From an optimization exercise on the open Yosys and OpenROAD flow, aimed at small area, a short achievable clock period and few clock cycles per item; shortcuts taken in it are not production practice. Only simulation tests tie the RTL to the original design; equivalence was not proved.

`flow/config.mk`:
```
export PLATFORM = sky130hd
export DESIGN_NAME = queenSolver
export DESIGN_NICKNAME = queenSolver
export VERILOG_FILES = /design/flow/design.v
export SDC_FILE = /design/flow/constraint.sdc
export NUM_CORES = 4
export LEC_CHECK = 0
export CAP_MARGIN = 20
export CORE_MARGIN = 2
export CORE_UTILIZATION = 40
export SETUP_SLACK_MARGIN = 3.5
export SLEW_MARGIN = 20
```
`flow/constraint.sdc`:
```
create_clock -name core_clock -period 9.0 [get_ports {clk}]
set_input_delay 1.8000 -clock core_clock [delete_from_list [all_inputs] [get_ports {clk}]]
set_output_delay 1.8000 -clock core_clock [all_outputs]
set_load 0.01 [all_outputs]
```
`flow/design.v`:
```
`default_nettype none
package queenPkg;
	localparam int BoardSize = 12;
	typedef logic [3:0] coordT;
	typedef logic [BoardSize-1:0] maskT;
	typedef logic [2*BoardSize-2:0] diagT;
	typedef enum logic [1:0] {
		sIdle,
		sLoad,
		sSearch,
		sOut
	} solverStateT;
endpackage
`default_nettype wire
`default_nettype none
module queenSolver (
	input  wire logic            clk,
	input  wire logic            rst_n,
	input  wire logic            inValid,
	input  wire queenPkg::coordT row,
	input  wire queenPkg::coordT col,
	output logic                 outValid,
	output queenPkg::coordT      out
);
	localparam int N = queenPkg::BoardSize;
	localparam int Ahead = 3;
	queenPkg::solverStateT state;
	queenPkg::coordT q [N];
	queenPkg::maskT preset;
	queenPkg::maskT below;
	queenPkg::maskT flag;
	logic retry;
	queenPkg::maskT occ;
	queenPkg::maskT curOH;
	always_comb begin
		for (int c = 0; c < N; c++) begin
			curOH[c] = !below[c] && (c == 0 || below[c - 1]);
		end
	end
	queenPkg::maskT qd [N];
	queenPkg::maskT rowAtk;
	queenPkg::diagT riseAtk;
	queenPkg::diagT fallAtk;
	always_comb begin
		for (int c = 0; c < N; c++) begin
			for (int r = 0; r < N; r++) begin
				qd[c][r] = occ[c] && (q[c] == queenPkg::coordT'(r));
			end
		end
		rowAtk = '0;
		riseAtk = '0;
		fallAtk = '0;
		for (int r = 0; r < N; r++) begin
			for (int c = 0; c < N; c++) begin
				rowAtk[r] = rowAtk[r] | qd[c][r];
				riseAtk[r + c] = riseAtk[r + c] | qd[c][r];
				fallAtk[r - c + N - 1] = fallAtk[r - c + N - 1] | qd[c][r];
			end
		end
	end
	logic [N+Ahead-1:0] riseW;
	logic [N+Ahead-1:0] fallW;
	always_comb begin
		riseW = '0;
		fallW = '0;
		for (int c = 0; c < N; c++) begin
			for (int j = 0; j < N + Ahead; j++) begin
				if (j + c <= 2 * N - 2) begin
					riseW[j] = riseW[j] | (curOH[c] & riseAtk[j + c]);
				end
				if (j - Ahead - c + N - 1 >= 0) begin
					fallW[j] = fallW[j] | (curOH[c] & fallAtk[j - Ahead - c + N - 1]);
				end
			end
		end
	end
	queenPkg::coordT curRow;
	always_comb begin
		curRow = '0;
		for (int c = 0; c < N; c++) begin
			curRow = curRow | (curOH[c] ? q[c] : '0);
		end
	end
	queenPkg::maskT free [Ahead + 1];
	queenPkg::maskT laOk;
	queenPkg::maskT avail;
	queenPkg::maskT pick;
	queenPkg::coordT newRow;
	logic [Ahead:0] checkCol;
	logic found;
	logic multi;
	always_comb begin
		for (int d = 0; d <= Ahead; d++) begin
			for (int r = 0; r < N; r++) begin
				free[d][r] = !(rowAtk[r] | riseW[r + d] | fallW[r - d + Ahead]);
			end
		end
	end
	always_comb begin
		checkCol = '0;
		for (int d = 1; d <= Ahead; d++) begin
			for (int c = 0; c + d < N; c++) begin
				checkCol[d] = checkCol[d] | (curOH[c] & !preset[c + d]);
			end
		end
	end
	always_comb begin
		laOk = '1;
		for (int d = 1; d <= Ahead; d++) begin
			for (int r = 0; r < N; r++) begin
				laOk[r] = laOk[r] & (!checkCol[d]
					| (|(free[d] & ~((queenPkg::maskT'(1) << r)
						| (queenPkg::maskT'(1) << (r + d))
						| ((r >= d) ? (queenPkg::maskT'(1) << (r - d)) : '0)))));
			end
		end
	end
	always_comb begin
		for (int r = 0; r < N; r++) begin
			avail[r] = free[0][r] & laOk[r] & step
				& (!retry || queenPkg::coordT'(r) > curRow);
		end
	end
	always_comb begin
		pick = '0;
		newRow = '0;
		for (int r = N - 1; r >= 0; r--) begin
			if (avail[r]) begin
				pick = '0;
				pick[r] = 1'b1;
				newRow = queenPkg::coordT'(r);
			end
		end
	end
	assign found = |avail;
	assign multi = |(avail & ~pick);
	queenPkg::maskT presetNxt;
	queenPkg::maskT belowNxt;
	logic lastCol;
	always_comb begin
		belowNxt[0] = below[0] | curOH[0];
		for (int c = 1; c < N; c++) begin
			belowNxt[c] = below[c] | curOH[c] | (belowNxt[c - 1] & presetNxt[c]);
		end
	end
	assign lastCol = &(occ | curOH);
	queenPkg::maskT belowBack;
	always_comb begin
		belowBack = '0;
		for (int c = N - 2; c >= 0; c--) begin
			belowBack[c] = belowBack[c + 1] | flag[c + 1];
		end
	end
	logic step;
	logic load;
	logic idle;
	logic done;
	queenPkg::maskT colOH;
	queenPkg::maskT wsel;
	queenPkg::coordT wdata;
	assign idle = (state == queenPkg::sIdle);
	assign load = inValid && (idle || state == queenPkg::sLoad);
	assign step = (state == queenPkg::sSearch) || (state == queenPkg::sLoad && !inValid);
	assign done = lastCol && (found || below[N - 1]);
	always_comb begin
		colOH = '0;
		for (int c = 0; c < N; c++) begin
			colOH[c] = (col == queenPkg::coordT'(c));
		end
	end
	assign wsel = load ? colOH : (step ? curOH : '0);
	assign wdata = load ? row : newRow;
	always_ff @(posedge clk or negedge rst_n) begin
		if (!rst_n) begin
			state <= queenPkg::sIdle;
			outValid <= 1'b0;
		end else begin
			case (state)
				queenPkg::sIdle: begin
					if (inValid) state <= queenPkg::sLoad;
				end
				queenPkg::sLoad, queenPkg::sSearch: begin
					if (step) begin
						if (done) begin
							state <= queenPkg::sOut;
							outValid <= 1'b1;
						end else begin
							state <= queenPkg::sSearch;
						end
					end
				end
				default: begin
					if (curOH[N - 1]) begin
						state <= queenPkg::sIdle;
						outValid <= 1'b0;
					end
				end
			endcase
		end
	end
	queenPkg::maskT belowPlace;
	queenPkg::maskT belowElse;
	queenPkg::maskT flagElse;
	logic retryElse;
	always_comb begin
		presetNxt = (idle ? '0 : preset) | (load ? colOH : '0);
		belowPlace = lastCol ? '0 : belowNxt;
		if (step) begin
			belowElse = (below[N - 1] && lastCol) ? '0 : belowBack;
		end else if (state == queenPkg::sOut) begin
			belowElse = curOH[N - 1] ? '0 : {below[N-2:0], 1'b1};
		end else if (load) begin
			belowElse = (|(colOH & curOH)) ? belowNxt : below;
		end else if (idle) begin
			belowElse = '0;
		end else begin
			belowElse = below;
		end
		if (idle) begin
			flagElse = '0;
			retryElse = 1'b0;
		end else if (step) begin
			flagElse = flag & belowBack;
			retryElse = 1'b1;
		end else begin
			flagElse = flag;
			retryElse = retry;
		end
	end
	always_ff @(posedge clk) begin
		for (int c = 0; c < N; c++) begin
			if (wsel[c]) q[c] <= wdata;
		end
		preset <= presetNxt;
		if (found) begin
			below <= belowPlace;
			occ <= belowPlace | preset;
			flag <= flag | (multi ? curOH : '0);
			retry <= 1'b0;
		end else begin
			below <= belowElse;
			occ <= belowElse | presetNxt;
			flag <= flagElse;
			retry <= retryElse;
		end
	end
	assign out = outValid ? curRow : '0;
endmodule
`default_nettype wire
```
`flow/run.sh`:
```
#!/bin/bash
# synth_recipe.tcl (not shown) runs the flow's synth.tcl, then flattens the netlist and writes it again
# the make line also repeats each setting of config.mk as NAME=value (left out here)
make -C /OpenROAD-flow-scripts/flow DESIGN_CONFIG=/design/flow/config.mk WORK_HOME=/design/flow/orfs CLKGATE_MAP_FILE= SYNTH_SCRIPT=/design/flow/synth_recipe.tcl finish
```
==> results of run 1 <==
[worst min-delay path, delay by kind of cell, from the launching register on]
kind                   cells  cell delay, ns
AOI/OAI and AO/OA          1            0.06
DFF                        1            0.32
buffers and inverters      1            0.06
[layout by cell type (no fill, tap or decap), types with 8 or more instances in the layout]
| cell | n |
|---|---|
| or3_1 | 10 |
| o21ai_0 | 29 |
| nor4_4 | 26 |
| and2_1 | 18 |
| and3b_1 | 8 |
| o22ai_1 | 137 |
| nor2_2 | 12 |
| clkdlybuf4s50_1 | 12 |
| nand2b_1 | 38 |
| dfxtp_1 | 37 |
| nor4_2 | 15 |
| o41ai_1 | 11 |
| nand3_1 | 30 |
| o221ai_1 | 9 |
| nand4_1 | 23 |
| o31ai_1 | 8 |
| nor3_2 | 18 |
| edfxtp_1 | 59 |
| a22oi_1 | 47 |
| nor2_1 | 182 |
| o211ai_1 | 15 |
| nand2_1 | 76 |
| mux2i_1 | 10 |
| nor3b_1 | 10 |
| nand3b_1 | 24 |
| or4_1 | 11 |
| nor4_1 | 40 |
| a221oi_1 | 25 |
| a21oi_1 | 103 |
| clkbuf_16 | 9 |
| or2_2 | 12 |
| inv_1 | 22 |
| or3b_1 | 12 |
| a31oi_1 | 15 |
| a211oi_1 | 17 |
| buf_4 | 47 |
| nor2b_1 | 17 |
| nor3_1 | 44 |
[cell usage after synthesis (10+ instances only)]
cell,instances,area share [%]
a2111oi_0,15,1.2
a211oi_1,17,1.1
o41ai_1,11,0.86
nand2_1,76,2.5
a22oi_1,47,3.1
a21oi_1,103,4.6
a31oi_1,15,0.83
buf_2,28,1.2
dfxtp_1,37,6.6
clkbuf_1,62,2.1
nor3_1,61,2.7
o211ai_1,15,1.0
nor2b_1,21,1.2
nand3b_1,24,1.6
and2_1,18,1.0
nand2b_1,42,2.3
nand4_1,23,1.3
or3b_1,14,1.1
or2_2,12,0.67
o22ai_1,137,7.6
nor4_4,13,2.5
or4_1,11,0.73
mux2i_1,10,0.89
nor4_1,48,2.7
inv_1,22,0.73
nor4_2,20,2.2
o21ai_0,31,1.4
nor3b_1,11,0.73
edfxtp_1,59,16
or3_1,10,0.56
a221oi_1,25,1.9
nor2_1,187,6.2
o221ai_1,10,0.78
nand3_1,31,1.4
[cell type report]
type                       count  area (um^2)  area share, %
inverter                      23        86.33         0.6950
sequential                    99         2587          20.83
timing repair buffer          62        510.5          4.110
tap                          378        473.0          3.807
clock inverter                 6        63.81         0.5137
multi-input combinational   1239         8472          68.20
clock buffer                  10        229.0          1.843
[per-stage QoR]
step | instance area (um^2) | hold WS [ns] | utilization [%]
2_1_floorplan | 11250 | 0.4516 | -
3_3_place_gp | 11630 | 0.4771 | 41.97
3_5_place_dp | 11650 | 0.4827 | 42.05
4_1_cts | 12070 | 0.4859 | 43.55
6_report | 12420 | 0.4888 | 44.84
5_1_grt | 12420 | 0.5371 | 44.84
[sequential cells by signal (all words and copies together), names as in the netlist]
name	cells
preset	12
retry	1
occ	12
outValid	1
below	12
flag	11
state	2
q	48
[repair_timing]
action / CTS / global route
resized for setup: 24 / 50
hold buffers: 0 / 0
setup endpoints to repair: 97 / 98
pin swaps: 2 / 12
setup buffers: 2 / 13
[logic make-up after synthesis]
kind of cell | share of synthesized area, %
AND/OR/NAND/NOR | 37.65
buffers and inverters | 5.151
multiplexers | 0.9901
AO/OA/AOI/OAI | 32.66
adder cells (fa/ha/maj) | 0.5451
flip-flops | 23.01
[routing by layer]
layer | routed length (um) | vias to the layer above
met5 | 0 | -
li1 | - | 5803
met3 | 8602 | 342
met4 | 4799 | 0
met1 | 24460 | 6723
met2 | 26590 | 1283
[path summary, 6_finish.rpt]
kind	startpoint	to	slack, ns	depth (start not counted)
setup / recovery	q[7][2]	occ[7]	3.50	15
hold / removal	preset[0]	preset[0]	0.49	2
setup reg to reg	q[7][2]	occ[7]	3.50	15
hold reg to reg	preset[0]	preset[0]	0.49	2
max in group asynchronous	rst_n	state[0]	7.23	1
min in group asynchronous	rst_n	state[1]	1.62	1
==> reports/metrics.yaml, run 1 <==
grt_use_met3_pct: 11.02
coreArea_um2: 27710
fin_worst_skew_ns: 0.01819
io_pins: 16
synth-async-reset-ratio_pct: 3.030
critical_path_buf_inv_count: 1
path_max_fanout: 28
dp_hpwl_um: 49250
stdcell_count: 1817
timing.slew.headroom_pct: 19.62
num_rows: 61
drc: 0
cts_root_buf: "clkbuf_16"
hp-class: "register to register"
finalSetupViolations: 0
post-place-ws_ns: 2.842
drtIter0Drc: 2899
cp_cell_sequence: "nand3b_1 > nor2_1 > nor4_4 > nand2_2 > a2111oi_1 > nand4_1 > o32ai_2 > nor4_2 > a2111oi_1 > o211ai_1 > nand4_4 > nor3_4 > buf_4 > mux2i_1 > a211o_1"
ant_nets: 0
antenna_found_initial: 0
period_minus_slack_ns: 5.504
cts.sinks: 99
clockBufferDepth: 2
grtUsageMet1_pct: 56.38
cp.required_ns: 9.23
htreeDepth: 3
outcome: "no timing/DRC/antenna violations"
cts_buffers: 9
ys_types: 97
grt_overflow: 0
finalCritPeriodShare_pct: 61.16
yosys_most_used_dff: "edfxtp_1"
maxCapViolCount: 0
rsz0062_at_grt: "true"
first_pass_iters: 7
grt_pass1_vias: 12740
cts_tree: "yes"
tns_ns: 0
fin_ws_ns: 3.496
synth.net_count: 1481
fillCellCount: 2832
endpoint_kind: "register"
synth_edf_count: 59
synth_seq_cells: 99
vias_per_cell: 7.788
clk_latency_ns: 0.36
wl_um: 64460
gp_congestion: 1.057
clock.fmax_mhz: 181.7
tightest_slew_ns: 1.206
syn_area_um2: 11250
dieArea_um2: 29480
cp_common_cell: "a2111oi_1"
grt_max_degree: 31
crit_slowest_cell: "a2111oi_1"
met2_usage_pct: 63.98
grt_pass1_wl_um: 91320
top_usage_layer: "met2"
antenna_cells: 0
synthCells: 1466
grt_usage_pct: 42.93
clk_pin_slew_ns: 0.07
die_h_um: 171.7
dp_cells: 1786
start_util_pct: 40.60
ys_seq_area_share_pct: 23.01
vias: 14150
die_w_um: 171.7
wl_per_cell_um: 35.47
final_max_slew_viol_count: 0
cp-start-kind: "register"
ys_warn_count: 5
io_buffers: 15
worstSetupPathType: "register to register"
fin_nets: 1449
arrival_ns: 5.74
syn2layout_area_growth_pct: 10.45
crit_family: "simple AND/OR/NAND/NOR gates"
slowest_delay_ns: 0.69
hold_viol_final: 0
syn_avg_cell_area_um2: 7.672
drive_above_1_share_pct: 15.36
Testbench counts, summed over its fixed seeds: cycles 101,947, puzzles 1,280.
==> run 2, diff against run 1 <==
--- a/flow/design.v
+++ b/flow/design.v
@@ -221,5 +221,5 @@
 			retryElse = 1'b0;
 		end else if (step) begin
-			flagElse = flag & belowBack;
+			flagElse = flag & ~curOH;
 			retryElse = 1'b1;
 		end else begin
@@ -233,13 +233,12 @@
 		end
 		preset <= presetNxt;
+		flag <= flagElse | (multi ? curOH : '0);
 		if (found) begin
 			below <= belowPlace;
 			occ <= belowPlace | preset;
-			flag <= flag | (multi ? curOH : '0);
 			retry <= 1'b0;
 		end else begin
 			below <= belowElse;
 			occ <= belowElse | presetNxt;
-			flag <= flagElse;
 			retry <= retryElse;
 		end
==> run 2 against run 1 <==
Net effect: still clean; non-clock buffer count grew 25; wire length shrank 2.3%; maximum frequency increased by 1.9%; largest cell class unchanged.
==> reports/metrics.yaml, run 2 <==
yosysTopAreaCellShare_pct: 13.23  # -2.5 points
finalCritPeriodShare_pct: 60.04  # -1.1 points
crit_slowest_cell: "a2111oi_0"
dieArea_um2: 28560  # -3.1%
grt_max_degree: 28  # -9.7%
synth_most_common_cell: "nor2_1"
clk_latency_ns: 0.35  # about the same
vias: 14150  # -0.042%
cts_root_buf: "clkbuf_16"
syn_avg_cell_area_um2: 7.506  # -2.2%
drtIter0Drc: 2996  # +3.3%
ys_warn_count: 5  # unchanged
grt_pass1_wl_um: 89820  # -1.6%
arrival_ns: 5.61  # -0.13 ns
cts_hold_buf: 0  # unchanged
period_minus_slack_ns: 5.404  # -0.1005 ns
yosys-top-cells-count: "nor2_1, o22ai_1, nand2_1, a21oi_1, clkbuf_1"
critical_path_buf_inv_count: 2  # +1
die_h_um: 169.0  # -1.6%
finalSetupViolations: 0  # unchanged
synth_top_area_cell: "edfxtp_1"
rsz0062_at_grt: "false"
final_common_cell: "nor2_1"
vias_per_cell: 7.942  # +2.0%
endpoint_kind: "register"
grt_usage_pct: 42.49  # -0.44 points
first_pass_iters: 11  # +4
io_pins: 16  # unchanged
drc: 0  # unchanged
cp-start-kind: "register"
synth_edf_count: 48  # -19%
cts_buffers: 9  # unchanged
grt_overflow: 0  # unchanged
top_register: "q"
crit_family: "simple AND/OR/NAND/NOR gates"
num_rows: 60  # -1.6%
tns_ns: 0  # unchanged
reg2reg_depth: 17  # +2
tightest_slew_ns: 1.040  # -0.1660 ns
hp-class: "register to register"
syn_area_um2: 10890  # -3.2%
maxCapViolCount: 0  # unchanged
die_w_um: 169.0  # -1.6%
synth.net_count: 1466  # -1.0%
gp_congestion: 1.082  # +2.3%
dp_hpwl_um: 46880  # -4.8%
io_buffers: 15  # unchanged
synthTopCellsByArea: "edfxtp_1, o22ai_1, dfxtp_1"
timing.slew.headroom_pct: 30.38  # +11 points
ys_types: 96  # -1.0%
cp_cell_sequence: "buf_4 > nand2b_2 > nor2_1 > nor4_4 > nand2_2 > a2111oi_0 > nand4_1 > buf_4 > nor2_1 > nor4_2 > a2111oi_2 > nand3_1 > nand4_1 > nor2_1 > nand2_2 > nand2_1 > o22a_1"
coreArea_um2: 26880  # -3.0%
final_max_slew_viol_count: 0  # unchanged
layout_common_cells: "nor2_1, o22ai_1, nand2_1"
cp_common_cell: "nor2_1"
outcome: "no timing/DRC/antenna violations"
stdcell_count: 1781  # -2.0%
dp_cells: 1734  # -2.9%
syn2layout_area_growth_pct: 12.68
whs_ns: 0.5047  # +0.01588 ns
drive_above_1_share_pct: 17.50  # +2.1 points
fin_nets: 1450  # +0.069%
clockBufferDepth: 2  # unchanged
htreeDepth: 3  # unchanged
ant_nets: 0  # unchanged
ys_seq_area_share_pct: 22.75  # -0.26 points
path_max_fanout: 15  # -46%
cts_tree: "yes"
clock.fmax_mhz: 185.1  # +1.9%
antenna_found_initial: 0  # unchanged
fillCellCount: 2754  # -2.8%
synthCells: 1451  # -1.0%
synth-async-reset-ratio_pct: 3.030  # unchanged
worstSetupPathType: "register to register"
wl_per_cell_um: 35.34  # -0.37%
largest_reg_flops: 48  # unchanged
slowest_delay_ns: 0.74  # +0.05 ns
wl_um: 62950  # -2.3%
yosys_most_used_dff: "edfxtp_1"
worstHoldPathCells: 2  # unchanged
cp.required_ns: 9.21  # -0.02 ns
synth_seq_cells: 99  # unchanged
start_util_pct: 40.53  # -0.069 points
antenna_cells: 0  # unchanged
hold_viol_final: 0  # unchanged
cts.sinks: 99  # unchanged
path_depth: 17  # +2
fin_worst_skew_ns: 0.01188  # -0.006317 ns
grt_pass1_vias: 12790  # +0.35%
clk_pin_slew_ns: 0.08  # about the same
## run 2: cell types whose count changed after synthesis, sizes merged, moves of 9 or more
| cell | before | now |
|---|---|---|
| o22ai | 139 | 165 |
| nor2 | 196 | 173 |
| o21ai | 33 | 55 |
| nand2 | 83 | 102 |
| and2 | 19 | 3 |
| nor4 | 81 | 66 |
| a21oi | 103 | 92 |
| dfxtp | 37 | 48 |
| edfxtp | 59 | 48 |
| nand3b | 31 | 42 |
| a31oi | 15 | 5 |
| a221oi | 25 | 16 |
## run 2: layer usage
layer	vias up	share of wire (%)	GRT usage [%]
li1	5772	-	-
met1	6723	39	57.49
met2	1352	41	62.74
met3	298	13	9.282
met4	0	7.4	23.63
met5	-	0	0
## run 2: timing repair
action,in CTS,in global routing
setup endpoints to repair,86,86
pin swaps,6,8
buffers inserted,5,26
resized for setup,32,73
## run 2: area by class of cell
type | instances | area (um^2) | share of cell area (%)
multi-input cells | 1209 | 8263 | 67.33
clock buffers | 9 | 225.2 | 1.835
clock inverters | 7 | 58.81 | 0.4792
well taps | 341 | 426.7 | 3.476
inverters | 29 | 108.9 | 0.8869
flip-flops and latches | 99 | 2477 | 20.19
repair buffers | 87 | 713.2 | 5.811
## run 2: path summary, 6_finish.rpt
path | slack (ns) | start | end
max | 3.60 | q[4][0] | occ[8]
min | 0.50 | flag[6] | flag[6]
max reg2reg | 3.60 | q[4][0] | occ[8]
min reg2reg | 0.50 | flag[6] | flag[6]
max in group asynchronous | 7.22 | rst_n | outValid
min in group asynchronous | 1.63 | rst_n | state[1]
## run 2: through the flow
| stage | setup slack [ns] | cell area (um^2) | utilization (%) |
|---|---|---|---|
| floorplan | 3.612 | 10890 | - |
| global placement | 2.673 | 11300 | 42.06 |
| detailed placement | 2.627 | 11300 | 42.06 |
| CTS | 3.392 | 11760 | 43.74 |
| global route | 3.442 | 12270 | 45.67 |
| finish | 3.596 | 12270 | 45.67 |
## run 2: cell families after synthesis
group | count (synthesis) | synth area share, %
mux | 4 | 0.3791
fa+ha+maj | 4 | 0.4595
simple gates | 640 | 33.67
flops | 99 | 22.75
buf+inv | 143 | 5.732
compound gates | 561 | 37.01
## run 2: worst register-to-register path, delay by kind of cell, from the launching register on
kind                   cells  cell delay (ns)
AOI/OAI and AO/OA          3             1.33
and+or+nand+nor           12             3.15
buffers and inverters      2             0.46
DFF                        1             0.33
Testbench counts of run 2, summed over its fixed seeds: cycles 101,947, puzzles 1,280.
==> run 3, diff against run 2 <==
--- a/flow/config.mk
+++ b/flow/config.mk
@@ -9,4 +9,5 @@
 export CORE_MARGIN = 2
 export CORE_UTILIZATION = 40
+export CTS_BUF_LIST = sky130_fd_sc_hd__clkbuf_8
 export SETUP_SLACK_MARGIN = 3.5
 export SLEW_MARGIN = 20
==> run 3 against run 2 <==
Net effect: still clean on timing, DRC and antenna; wire length rose by 0.16%; design area shrank 0.65%; critical path depth fell by 1; critical path type unchanged; worst hold slack better by 0.0044 ns.
==> reports/metrics.yaml, run 3 <==
grt_pass1_wl_um: 89860  # about the same
wl_per_cell_um: 35.36  # about the same
cts_hold_buf: 0  # unchanged
yosys-top-cells-count: "nor2_1, o22ai_1, nand2_1, a21oi_1, clkbuf_1"
antenna_cells: 0  # unchanged
io_buffers: 15  # unchanged
die_h_um: 169.0  # unchanged
synth_most_common_cell: "nor2_1"
ys_warn_count: 5  # unchanged
ys_seq_area_share_pct: 22.75  # unchanged
tns_ns: 0  # unchanged
synthTopCellsByArea: "edfxtp_1, o22ai_1, dfxtp_1"
grtUsageMet1_pct: 58.21  # +0.72 points
whs_ns: 0.5090  # +0.004358 ns
drc: 0  # unchanged
cts.sinks: 99  # unchanged
dieArea_um2: 28560  # unchanged
start_util_pct: 40.53  # unchanged
largest_reg_flops: 48  # unchanged
cp_cell_sequence: "nand2b_2 > nor2_1 > or4_1 > a221o_1 > nor4_1 > nand3_1 > o32ai_1 > nor3_2 > nand4b_1 > o221ai_1 > nand2b_1 > a21o_1 > a21boi_0 > o21ai_0 > a221oi_1 > buf_4"
cts_tree: "yes"
tightest_slew_ns: 1.136  # +0.09682 ns
die_w_um: 169.0  # unchanged
fin_nets: 1452  # +0.14%
worstHoldEndpoint: "flag[6]"
path_max_fanout: 12  # -3
yosysTopAreaCellShare_pct: 13.23  # unchanged
yosys_most_used_dff: "edfxtp_1"
slowest_delay_ns: 0.65  # -0.09 ns
final_common_cell: "nor2_1"
multiInputGateArea_um2: 8278  # +0.18%
fin_worst_skew_ns: 0.01687  # +0.004997 ns
first_pass_iters: 9  # -2
final_max_slew_viol_count: 0  # unchanged
clk_latency_ns: 0.38  # +0.03 ns
clockBufferDepth: 2  # unchanged
vias: 14140  # -0.0071%
io_pins: 16  # unchanged
worstSetupPathType: "register to register"
cts_root_buf: "clkbuf_8"
finalSetupViolations: 0  # unchanged
worstHoldPathCells: 2  # unchanged
grt_overflow: 0  # unchanged
synth_seq_cells: 99  # unchanged
utilization_pct: 45.37  # -0.30 points
num_rows: 60  # unchanged
top_usage_layer: "met2"
coreArea_um2: 26880  # unchanged
met2_usage_pct: 63.28  # +0.53 points
fillCellCount: 2773  # +0.69%
ant_nets: 0  # unchanged
endpoint_kind: "register"
timing.rr.start: "q[1][0]"
regArea_um2: 2477  # unchanged
crit_slowest_cell: "edfxtp_1"
drtIter0Drc: 3267  # +9.0%
grt_usage_pct: 42.50  # about the same
grt_max_degree: 28  # unchanged
cts_buffers: 9  # unchanged
syn2layout_area_growth_pct: 11.95
top_register: "q"
hp-class: "register to register"
outcome: "no timing/DRC/antenna violations"
timing.slew.headroom_pct: 24.24  # -6.1 points
grt_use_met3_pct: 8.674  # -0.61 points
period_minus_slack_ns: 5.436  # +0.03197 ns
synth-async-reset-ratio_pct: 3.030  # unchanged
ys_types: 96  # unchanged
arrival_ns: 5.63  # +0.02 ns
vias_per_cell: 7.933  # -0.12%
synthCells: 1451  # unchanged
synth_edf_count: 48  # unchanged
antenna_found_initial: 0  # unchanged
synth.net_count: 1466  # unchanged
reg2reg_depth: 16  # -1
reg2reg_slack_ns: 3.56  # -0.03 ns
synth_top_area_cell: "edfxtp_1"
drive_above_1_share_pct: 17.61  # +0.11 points
layout_common_cells: "nor2_1, o22ai_1, nand2_1"
hold_viol_final: 0  # unchanged
hp-start: "flag[6]"
syn_area_um2: 10890  # unchanged
maxCapViolCount: 0  # unchanged
cp-start-kind: "register"
syn_avg_cell_area_um2: 7.506  # unchanged
gp_congestion: 1.082  # unchanged
rsz0062_at_grt: "false"
wl_um: 63050  # +0.16%
dp_hpwl_um: 46880  # unchanged
htreeDepth: 3  # unchanged
cp.required_ns: 9.19  # -0.02 ns
finalCritPeriodShare_pct: 60.40  # +0.36 points
clock.fmax_mhz: 184.0  # -0.59%
clk_pin_slew_ns: 0.10  # +0.02 ns
grt_pass1_vias: 12770  # -0.12%
r2r_end: "q[2][0]"
==> run 3: cell counts after synthesis <==
Identical to the previous run, type by type.
==> run 3: worst max-delay path by stage <==
stage                        from       to  slack [ns]  cells past startpoint
after global routing      q[3][1]  q[1][0]        3.49                     16
final                     q[1][0]  q[2][0]        3.56                     16
after floorplan            col[0]  occ[10]        3.61                     16
after CTS                 q[6][3]   occ[8]        3.51                     15
after global placement    inValid  occ[10]        2.67                     16
after detailed placement  inValid  occ[10]        2.63                     16
==> run 3: layout make-up <==
type                            count  share of cell area [%]
Clock inverter                      7                  0.4823
Clock buffer                        9                   1.016
Timing Repair Buffer               89                   5.900
Tap cell                          341                   3.499
Inverter                           29                  0.8928
Multi-Input combinational cell   1209                   67.89
Sequential cell                    99                   20.32
==> run 3: cell families after synthesis <==
logic type | after synthesis | synth area share (%)
simple gates | 640 | 33.67
compound gates | 561 | 37.01
fa+ha+maj | 4 | 0.4595
flops | 99 | 22.75
mux | 4 | 0.3791
buf+inv | 143 | 5.732
==> run 3: critical path, delay by kind of cell (launching register included) <==
family,cells,cell delay (ns)
simple gates,8,2.42
compound gates,7,1.86
flops,1,0.65
buf+inv,1,0.31
==> run 3: routing by layer <==
metal  part of all wire [%]  vias to the layer above  wire length, um
li1                       -                     5784                -
met1                     38                     6685            24250
met2                     42                     1372            26300
met3                     13                      303             8334
met4                    6.6                        0             4160
met5                      0                        -                0
==> run 3: repair_timing <==
action,4_1_cts,5_1_grt
gates cloned,0,0
setup buffers,6,27
resized for setup,36,69
hold endpoints to repair,0,0
setup endpoints to repair,86,86
pin swaps,6,9
==> run 3: per-stage QoR <==
| stage | cell area [um^2] | cells | worst slack [ns] |
|---|---|---|---|
| 2_1_floorplan | 10890 | 1451 | 3.612 |
| 3_3_place_gp | 11300 | 1734 | 2.673 |
| 3_5_place_dp | 11300 | 1734 | 2.627 |
| 4_1_cts | 11680 | 1756 | 3.510 |
| 5_1_grt | 12190 | 1783 | 3.495 |
| 6_report | 12190 | 1783 | 3.564 |

## what the ideal ports hide
The flow's constraints put no driver on any port. The routed layouts listed below were extracted and timed again, unchanged, in two steps. Step 1 assumes that a clkbuf_16 drives the clock port and a buf_2 every other input. Step 2 adds t to the input delays and takes it off the output delays; t is the mean of the earliest and latest rising clock arrival at the registers after step 1. Input paths then give back, and output paths get back, about the clock's delay inside the block. Three values: ideal, step 1, step 2; two values: the first two.
run | shift t [ns] | setup WS [ns] | worst setup path after step 2 | cell pins on the clock port's net
run 1 | 0.398 | 3.496 / 3.496 / 3.296 | input to register | 1
run 2 | 0.385 | 3.596 / 3.596 / 3.341 | input to register | 1
run 3 | 0.411 | 3.564 / 3.564 / 3.311 | input to register | 1
After both steps setup and hold are still met in every run listed. For run 2, which loses most, drivers alone change the setup slack by 0.000 ns; drivers and shift together by -0.255 ns.
